This design comes from an exercise in tuning for small area on the open sky130 flow, not from production work.
The RTL was checked by simulation tests, not by an equivalence proof against the original design.
Power is estimated from default activity; no workload was simulated.

<file path="design/flow/run.sh">
#!/bin/bash
# synth_recipe.tcl (not shown) runs the flow's synth.tcl, then flattens the netlist and writes it again
# the make line also repeats each setting of config.mk as NAME=value (left out here)
make -C /OpenROAD-flow-scripts/flow DESIGN_CONFIG=/design/flow/config.mk WORK_HOME=/design/flow/orfs CLKGATE_MAP_FILE= SYNTH_SCRIPT=/design/flow/synth_recipe.tcl finish
</file>
<file path="design/flow/design.v">
package pipe_pkg;
    localparam int N_REGS    = 8;
    localparam int MEM_WORDS = 16;
    typedef logic [15:0]                  word_t;
    typedef logic [15:0]                  instr_t;
    typedef logic [$clog2(N_REGS)-1:0]    reg_addr_t;
    typedef logic [$clog2(MEM_WORDS)-1:0] mem_addr_t;
    typedef logic [7:0]                   seq_t;
    typedef logic [15:0]                  cycle_t;
    typedef logic [3:0]                   stall_cnt_t;
    localparam stall_cnt_t STALL_MAX = '1;
    typedef enum logic [3:0] {
        OP_NOP  = 4'd0,
        OP_ADD  = 4'd1,
        OP_SUB  = 4'd2,
        OP_ADDI = 4'd3,
        OP_LD   = 4'd4,
        OP_ST   = 4'd5
    } opcode_e;
    typedef struct packed {
        seq_t       seq;
        cycle_t     fetch_cycle;
        stall_cnt_t stall_cnt;
    } id_info_t;
    typedef struct packed {
        logic     valid;
        instr_t   instr;
        id_info_t id;
    } fd_t;
    typedef struct packed {
        logic      valid;
        instr_t    instr;
        opcode_e   op;
        reg_addr_t rd;
        reg_addr_t rs;
        reg_addr_t rt;
        word_t     a;
        word_t     b;
        word_t     st_data;
        id_info_t  id;
    } dx_t;
    typedef struct packed {
        logic      valid;
        instr_t    instr;
        opcode_e   op;
        reg_addr_t rd;
        word_t     result;
        word_t     st_data;
        id_info_t  id;
    } xm_t;
    typedef struct packed {
        logic      valid;
        instr_t    instr;
        reg_addr_t rd;
        logic      we;
        word_t     result;
        id_info_t  id;
    } mw_t;
    typedef struct packed {
        logic      we;
        reg_addr_t rd;
        word_t     data;
    } wb_t;
    typedef struct packed {
        seq_t       seq;
        instr_t     instr;
        word_t      result;
        cycle_t     fetch_cycle;
        cycle_t     retire_cycle;
        stall_cnt_t stall_cnt;
    } trace_t;
    function automatic logic writes_reg(input opcode_e op);
        writes_reg = (op == pipe_pkg::OP_ADD) || (op == pipe_pkg::OP_SUB) || (op == pipe_pkg::OP_ADDI)
                     || (op == pipe_pkg::OP_LD);
    endfunction
    function automatic logic [3:0] bump_stall(input logic [3:0] cnt);
        bump_stall = cnt;
        if (cnt != pipe_pkg::STALL_MAX) begin
            bump_stall = cnt + 1'b1;
        end
    endfunction
endpackage
`timescale 1ns/10ps
module fetch_stage (
    input  logic             clk,
    input  logic             rst,
    input  logic             in_valid,
    input  pipe_pkg::instr_t in_instr,
    output logic             in_ready,
    input  logic             stall,
    input  logic             hold,
    output pipe_pkg::fd_t    fd,
    output pipe_pkg::cycle_t now
);
    pipe_pkg::seq_t seq;
    assign in_ready = !hold && !stall;
    always_ff @(posedge clk) begin
        if (rst) begin
            now <= '0;
        end else begin
            now <= now + 1'b1;
        end
    end
    always_ff @(posedge clk) begin
        if (rst) begin
            fd.valid <= 1'b0;
            seq      <= '0;
        end else if (in_ready) begin
            fd.valid <= in_valid;
            if (in_valid) begin
                fd.instr          <= in_instr;
                fd.id.seq         <= seq;
                fd.id.fetch_cycle <= now;
                fd.id.stall_cnt   <= '0;
                seq               <= seq + 1'b1;
            end
        end else if (fd.valid) begin
            fd.id.stall_cnt <= pipe_pkg::bump_stall(fd.id.stall_cnt);
        end
    end
endmodule
`timescale 1ns/10ps
module decode_stage (
    input  logic            clk,
    input  logic            rst,
    input  pipe_pkg::fd_t   fd,
    input  logic            hold,
    input  pipe_pkg::wb_t   wb,
    output pipe_pkg::dx_t   dx,
    output logic            stall
);
    pipe_pkg::word_t     regs [pipe_pkg::N_REGS];
    pipe_pkg::opcode_e   op_raw;
    pipe_pkg::opcode_e   op;
    pipe_pkg::reg_addr_t rd;
    pipe_pkg::reg_addr_t rs;
    pipe_pkg::reg_addr_t rt;
    pipe_pkg::word_t     imm;
    logic                uses_rs;
    logic                uses_rt;
    logic                uses_rd;
    function automatic logic [15:0] read_reg(input pipe_pkg::reg_addr_t addr);
        if (addr == '0) begin
            read_reg = '0;
        end else if (wb.we && wb.rd == addr) begin
            read_reg = wb.data;
        end else begin
            read_reg = regs[addr];
        end
    endfunction
    always_comb begin
        op_raw = pipe_pkg::opcode_e'(fd.instr[15:12]);
        case (op_raw)
            pipe_pkg::OP_ADD, pipe_pkg::OP_SUB, pipe_pkg::OP_ADDI,
            pipe_pkg::OP_LD, pipe_pkg::OP_ST: begin
                op = op_raw;
            end
            default: begin
                op = pipe_pkg::OP_NOP;
            end
        endcase
        rd  = fd.instr[11:9];
        rs  = fd.instr[8:6];
        rt  = fd.instr[5:3];
        imm = {{10{fd.instr[5]}}, fd.instr[5:0]};
        uses_rs = (op != pipe_pkg::OP_NOP);
        uses_rt = (op == pipe_pkg::OP_ADD) || (op == pipe_pkg::OP_SUB);
        uses_rd = (op == pipe_pkg::OP_ST);
    end
    assign stall = dx.valid && (dx.op == pipe_pkg::OP_LD) && (dx.rd != '0) && fd.valid
                   && ((uses_rs && rs == dx.rd) || (uses_rt && rt == dx.rd)
                       || (uses_rd && rd == dx.rd));
    always_ff @(posedge clk) begin
        if (rst) begin
            for (int i = 0; i < pipe_pkg::N_REGS; i++) begin
                regs[i] <= '0;
            end
        end else if (wb.we && wb.rd != '0) begin
            regs[wb.rd] <= wb.data;
        end
    end
    always_ff @(posedge clk) begin
        if (rst) begin
            dx.valid <= 1'b0;
        end else if (hold) begin
            if (dx.valid) begin
                dx.id.stall_cnt <= pipe_pkg::bump_stall(dx.id.stall_cnt);
            end
        end else if (stall) begin
            dx.valid <= 1'b0;
        end else begin
            dx.valid   <= fd.valid;
            dx.instr   <= fd.instr;
            dx.op      <= op;
            dx.rd      <= rd;
            dx.rs      <= rs;
            dx.rt      <= rt;
            dx.a       <= read_reg(rs);
            dx.b       <= uses_rt ? read_reg(rt) : imm;
            dx.st_data <= read_reg(rd);
            dx.id      <= fd.id;
        end
    end
endmodule
`timescale 1ns/10ps
module execute_stage (
    input  logic          clk,
    input  logic          rst,
    input  pipe_pkg::dx_t dx,
    input  logic          hold,
    input  pipe_pkg::wb_t wb,
    output pipe_pkg::xm_t xm
);
    pipe_pkg::word_t a_fwd;
    pipe_pkg::word_t b_fwd;
    pipe_pkg::word_t sd_fwd;
    pipe_pkg::word_t result;
    function automatic logic [15:0] fwd(input pipe_pkg::reg_addr_t src,
                                        input pipe_pkg::word_t     val);
        if (src == '0) begin
            fwd = val;
        end else if (xm.valid && xm.op != pipe_pkg::OP_LD && pipe_pkg::writes_reg(xm.op)
                     && xm.rd == src) begin
            fwd = xm.result;
        end else if (wb.we && wb.rd == src) begin
            fwd = wb.data;
        end else begin
            fwd = val;
        end
    endfunction
    always_comb begin
        a_fwd = fwd(dx.rs, dx.a);
        b_fwd = dx.b;
        if (dx.op == pipe_pkg::OP_ADD || dx.op == pipe_pkg::OP_SUB) begin
            b_fwd = fwd(dx.rt, dx.b);
        end
        sd_fwd = fwd(dx.rd, dx.st_data);
        case (dx.op)
            pipe_pkg::OP_ADD, pipe_pkg::OP_ADDI, pipe_pkg::OP_LD, pipe_pkg::OP_ST: begin
                result = a_fwd + b_fwd;
            end
            pipe_pkg::OP_SUB: begin
                result = a_fwd - b_fwd;
            end
            default: begin
                result = '0;
            end
        endcase
    end
    always_ff @(posedge clk) begin
        if (rst) begin
            xm.valid <= 1'b0;
        end else if (hold) begin
            if (xm.valid) begin
                xm.id.stall_cnt <= pipe_pkg::bump_stall(xm.id.stall_cnt);
            end
        end else begin
            xm.valid   <= dx.valid;
            xm.instr   <= dx.instr;
            xm.op      <= dx.op;
            xm.rd      <= dx.rd;
            xm.result  <= result;
            xm.st_data <= sd_fwd;
            xm.id      <= dx.id;
        end
    end
endmodule
`timescale 1ns/10ps
module memory_stage (
    input  logic          clk,
    input  logic          rst,
    input  pipe_pkg::xm_t xm,
    input  logic          hold,
    output pipe_pkg::mw_t mw
);
    pipe_pkg::word_t     mem [pipe_pkg::MEM_WORDS];
    pipe_pkg::mem_addr_t addr;
    assign addr = xm.result[$clog2(pipe_pkg::MEM_WORDS)-1:0];
    always_ff @(posedge clk) begin
        if (rst) begin
            for (int i = 0; i < pipe_pkg::MEM_WORDS; i++) begin
                mem[i] <= '0;
            end
        end else if (!hold && xm.valid && xm.op == pipe_pkg::OP_ST) begin
            mem[addr] <= xm.st_data;
        end
    end
    always_ff @(posedge clk) begin
        if (rst) begin
            mw.valid <= 1'b0;
        end else if (hold) begin
            if (mw.valid) begin
                mw.id.stall_cnt <= pipe_pkg::bump_stall(mw.id.stall_cnt);
            end
        end else begin
            mw.valid <= xm.valid;
            mw.instr <= xm.instr;
            mw.rd    <= xm.rd;
            mw.we    <= pipe_pkg::writes_reg(xm.op);
            mw.id    <= xm.id;
            case (xm.op)
                pipe_pkg::OP_LD: mw.result <= mem[addr];
                pipe_pkg::OP_ST: mw.result <= xm.st_data;
                default:         mw.result <= xm.result;
            endcase
        end
    end
endmodule
`timescale 1ns/10ps
module retire_trace (
    input  logic             clk,
    input  logic             rst,
    input  pipe_pkg::mw_t    mw,
    input  pipe_pkg::cycle_t now,
    input  logic             trace_ready,
    output pipe_pkg::wb_t    wb,
    output logic             hold,
    output logic             trace_valid,
    output pipe_pkg::trace_t trace
);
    assign hold = trace_valid && !trace_ready;
    always_comb begin
        wb.we   = mw.valid && mw.we && !hold;
        wb.rd   = mw.rd;
        wb.data = mw.result;
    end
    always_ff @(posedge clk) begin
        if (rst) begin
            trace_valid <= 1'b0;
        end else if (!hold) begin
            trace_valid <= mw.valid;
        end
    end
    always_ff @(posedge clk) begin
        if (!hold && mw.valid) begin
            trace.seq          <= mw.id.seq;
            trace.instr        <= mw.instr;
            trace.result       <= mw.result;
            trace.fetch_cycle  <= mw.id.fetch_cycle;
            trace.retire_cycle <= now;
            trace.stall_cnt    <= mw.id.stall_cnt;
        end
    end
endmodule
`timescale 1ns/10ps
module pipe_core (
    input  logic             clk,
    input  logic             rst,
    input  logic             in_valid,
    input  pipe_pkg::instr_t in_instr,
    output logic             in_ready,
    output logic             trace_valid,
    output pipe_pkg::trace_t trace,
    input  logic             trace_ready
);
    pipe_pkg::fd_t    fd;
    pipe_pkg::dx_t    dx;
    pipe_pkg::xm_t    xm;
    pipe_pkg::mw_t    mw;
    pipe_pkg::wb_t    wb;
    pipe_pkg::cycle_t now;
    logic             hold;
    logic             stall;
    fetch_stage i_fetch (
        .clk      (clk),
        .rst      (rst),
        .in_valid (in_valid),
        .in_instr (in_instr),
        .in_ready (in_ready),
        .stall    (stall),
        .hold     (hold),
        .fd       (fd),
        .now      (now)
    );
    decode_stage i_decode (
        .clk   (clk),
        .rst   (rst),
        .fd    (fd),
        .hold  (hold),
        .wb    (wb),
        .dx    (dx),
        .stall (stall)
    );
    execute_stage i_execute (
        .clk  (clk),
        .rst  (rst),
        .dx   (dx),
        .hold (hold),
        .wb   (wb),
        .xm   (xm)
    );
    memory_stage i_memory (
        .clk  (clk),
        .rst  (rst),
        .xm   (xm),
        .hold (hold),
        .mw   (mw)
    );
    retire_trace i_retire (
        .clk         (clk),
        .rst         (rst),
        .mw          (mw),
        .now         (now),
        .trace_ready (trace_ready),
        .wb          (wb),
        .hold        (hold),
        .trace_valid (trace_valid),
        .trace       (trace)
    );
endmodule
</file>
<file path="design/flow/constraint.sdc">
create_clock -name core_clock -period 5.5 [get_ports {clk}]
set_input_delay 1.1000 -clock core_clock [delete_from_list [all_inputs] [get_ports {clk}]]
set_output_delay 1.1000 -clock core_clock [all_outputs]
set_load 0.01 [all_outputs]
</file>
<file path="design/flow/config.mk">
export PLATFORM = sky130hd
export DESIGN_NAME = pipe_core
export DESIGN_NICKNAME = pipe_core
export VERILOG_FILES = /design/flow/design.v
export SDC_FILE = /design/flow/constraint.sdc
export NUM_CORES = 4
export LEC_CHECK = 0
export CAP_MARGIN = 20
export CORE_MARGIN = 2
export CORE_UTILIZATION = 40
export SLEW_MARGIN = 20
</file>
==> impl_summary.txt <==
----------------------------------------------------
[GRT]
  Wire length of the first global-routing pass ... around 130 mm
  Global-route total usage across every layer ... 0.1944
  Number of antenna violations at the first check in global routing ... 6
  Number of global-route vias before repair ... 20,380
  Global route total overflow ... 0
  Maximum number of pins on one net before global-route repair ... 86

[Synthesis]
  Asr flop ratio synth ... 0
  Most numerous cell types in the synthesized netlist ... 741 x edfxtp_1, 371 x and2_1, 176 x mux4_2
  Leading area contributor after synthesis ... edfxtp_1
  Post-Syn Area per Cell ... around 15 um^2
  Most repeated cell in the gate-level netlist after synthesis ... edfxtp_1
  Flop and latch count out of synthesis ... between 700 and 800
  Total of warnings raised by yosys ... 5
  Post-Synthesis Cells ... roughly 2,300
  Distinct cell type count after synthesis ... 69
  Number of enable flip-flop cells after synthesis ... 741
  Area contributors post-synth ... edfxtp_1 63%, mux4_2 11%, and2_1 6.6%
  Synthesized cell area ... 35,150 um^2
  Share of the yosys chip area belonging to registers ... 0.6535
  Leading register cell type out of synthesis ... edfxtp_1
  Fraction of synthesized cell area taken by the top area cell type ... 0.6330

[Final layout]
  Count of inserted antenna diode cells ... 0
  Final Net Count ... 2,523
  Share of cells above drive strength 1 ... 0.1954
  Synth-to-Final Area Change ... 15.83%
  Fillers ... 7,432
  Post-Layout Cell Count ... roughly 3,700
  Post-route cell area ... 40,710 um^2

[Worst setup path]
  Maximum net fanout on the critical path ... 12
  Worst endpoint required time ... 5.86 ns
  Worst setup SP type ... primary input
  Kind of capture point of the worst setup path ... register
  Crit path arrival time ... 5.63 ns
  Category of the most critical setup path ... primary input to register

[Detailed routing]
  Number of detailed-routing iterations run before antenna repair ... 5
  Drt drc ... 0
  Per-cell routed wire length ... approximately 24 um
  Detailed-route vias per instance ... 5.409
  Total length of routed wires ... a little under 90 mm
  1st-iter DRT viols ... 1,554
  Number of antenna-violating nets in the routed design ... 0
  Number of vias in the routed layout ... about 20,000

[Placed design]
  Routability congestion estimate from global placement ... approximately 0.83
  Cell Count Post-Placement ... 3,548
  Port Buffers ... 97
  Placed Instance Area ... 37,970 um^2
  HPWL Detailed ... 57.55 mm

[Floorplanning]
  Placeable core area ... about 87,000 um^2
  Die Footprint ... ~90,000 um^2
  Boundary pin count ... 98
  Die boundary width ... 300.4 um
  Initial Util ... 0.4045
  Total number of placement rows ... 108
  Y dimension of the die ... about 300 um

[STA]
  Count of pins over their slew limit ... 0
  Portion of the clock cycle consumed by the worst path in the final layout ... 0.9584
  Sum Neg Setup Slack ... 0 ns
  Highest attainable clock frequency ... about 0.19 GHz
  Hold violation total from the final report ... 0
  Setup violations, final ... 0
  Slew at the pin with the worst max-slew slack ... 1.064 ns
  Relative slew slack ... 0.2869
  Clock Skew ... 0.02250 ns
  Final worst path period need ... 5.271 ns

[Power and ir drop]
  Worst IR Drop VDD ... ~0.27 mV
  Power density normalized to cell area ... 334.9 nW/um^2
  Static leakage ... about 14 nW

[Job]
  Number of max-capacitance violations reported ... 0

[Min path]
  Hold Path Class ... register to register

[Outcome]
  Status ... timing/DRC/antenna clean

[Clock tree]
  CTS buffer count ... 80
  Buffer type at the clock tree root ... clkbuf_16
  Number of gates resized after CTS ... 0
  Number of setup buffers added after CTS ... 0
  Clock-pin slew on the worst setup and hold paths ... 0.06 ns
  Hold_buf cts ... 0
  Clock tree from TritonCTS ... done
  Later-pin clock latency in the skew report ... 0.65 ns
  Max Root-Sink Buffers ... 3
  TritonCTS Sinks ... 777
  Count of H-tree levels built during CTS ... 3

----------------------------------------------------
[power by group]
part / total (mW) / internal (mW) / switching (mW)
Sequential: 7.05 / 6.76 / 0.291
Combinational: 1.14 / 0.537 / 0.601
Clock: 5.45 / 3.10 / 2.35
[registers in the layout (all words and copies together), names as in the netlist, named ones only]
signal                flops
i_memory.mw              62
i_decode.regs           128
i_retire.trace_valid      1
i_retire.trace           76
i_memory.mem            256
i_fetch.seq               8
i_execute.xm             81
i_decode.dx              97
i_fetch.fd               45
i_fetch.now              16
[worst max-delay path: stages]
cell and delay (ns):
clkdlybuf4s50_1 0.54, nand2b_1 0.15, and3_1 0.23, nand4_1 0.20, buf_6 0.21, nor4_2 0.29, a221oi_2 0.08, and2_4 0.21
and3_1 0.19, nor2_1 0.11, xnor2_1 0.08, ha_1 0.22, or4_1 0.54, o22ai_2 0.16, o21bai_1 0.08, a21oi_1 0.18
nand2b_1 0.16, a21oi_1 0.10, a211o_2 0.30, xnor3_1 0.36, nor2b_4 0.13
[worst paths after layout]
kind / startpoint / end / slack [ns] / cells past startpoint
worst min register to register: i_memory.mw[49] / i_retire.trace[53] / 0.41 / 0
worst max-delay path: trace_ready / i_execute.xm[59] / 0.23 / 21
worst min-delay path: i_memory.mw[49] / i_retire.trace[53] / 0.41 / 0
worst max register to register: i_execute.xm[83] / i_execute.xm[59] / 0.57 / 19
[cells in the final DEF (no fill, tap or decap), drive strengths merged, types with 10 or more instances in the layout]
master,n
conb,17
mux4,176
nor3,18
clkinv,33
ha,26
nand2b,13
inv,10
and2,373
edfxtp,741
nand2,114
mux2i,64
a221oi,10
a211oi,35
nor4,14
or3,11
o22ai,23
nor2,139
clkdlybuf4s50,96
a22oi,17
o21ai,73
buf,123
clkbuf,104
xnor2,39
nand4,13
nand3,21
or2,27
a21oi,63
dfxtp,36
xor2,50
[kinds of logic after synthesis]
logic type,share of synthesized area
AND/OR/NAND/NOR,0.1207
flip-flops,0.6535
multiplexers,0.1316
XOR/XNOR,0.02282
other,0.0001067
AO/OA/AOI/OAI,0.04186
buffers and inverters,0.01951
adder cells (fa/ha/maj),0.009824
[metal layers]
layer  track usage  share of wire
met5             0        0.00040
met4       0.05774          0.027
met3       0.03341          0.058
met2        0.3214           0.49
met1        0.2642           0.42
[cell type report]
class | count | area (um^2) | share of cell area
Sequential cell | 777 | 22980 | 0.5644
Multi-Input combinational cell | 1390 | 11680 | 0.2868
Clock buffer | 104 | 2202 | 0.05409
Timing Repair Buffer | 219 | 1912 | 0.04696
Tap cell | 1155 | 1445 | 0.03550
Clock inverter | 46 | 461.7 | 0.01134
Inverter | 8 | 35.03 | 0.0008605
[through the flow]
stage	total power [mW]	utilization	setup slack, ns	hold slack (ns)
detailed placement	8.309	0.4370	-0.4553	0.4045
global placement	8.283	0.4369	-0.4638	0.4013
global route	14.09	0.4686	-0.006004	0.4189
CTS	13.75	0.4676	0.1932	0.4104
floorplan	7.787	-	0.04505	0.4003
finish	13.64	0.4686	0.2287	0.4106

what the ideal ports hide:
The flow's constraints put no driver on any port. The routed layout listed below was extracted and timed again, unchanged, in two steps.
Step 1, drivers: a clkbuf_16 drives clk and a buf_2 each remaining input, both assumed.
Step 2 also shifts input and output timing later by t, the mid clock arrival at the registers, as if the neighbouring blocks saw the same clock.
Three values: ideal ports, drivers, drivers and shift; two values: the first two.
t (ns): 0.697
setup slack, ns: 0.229 / 0.268 / -0.428
hold WS [ns]: 0.411 / 0.411 / 0.411
worst setup path at the end: input to register
Met with ideal ports but missed after step 2: setup timing in this run. For this run, drivers alone change the setup slack by +0.039 ns; drivers and shift together by -0.657 ns.
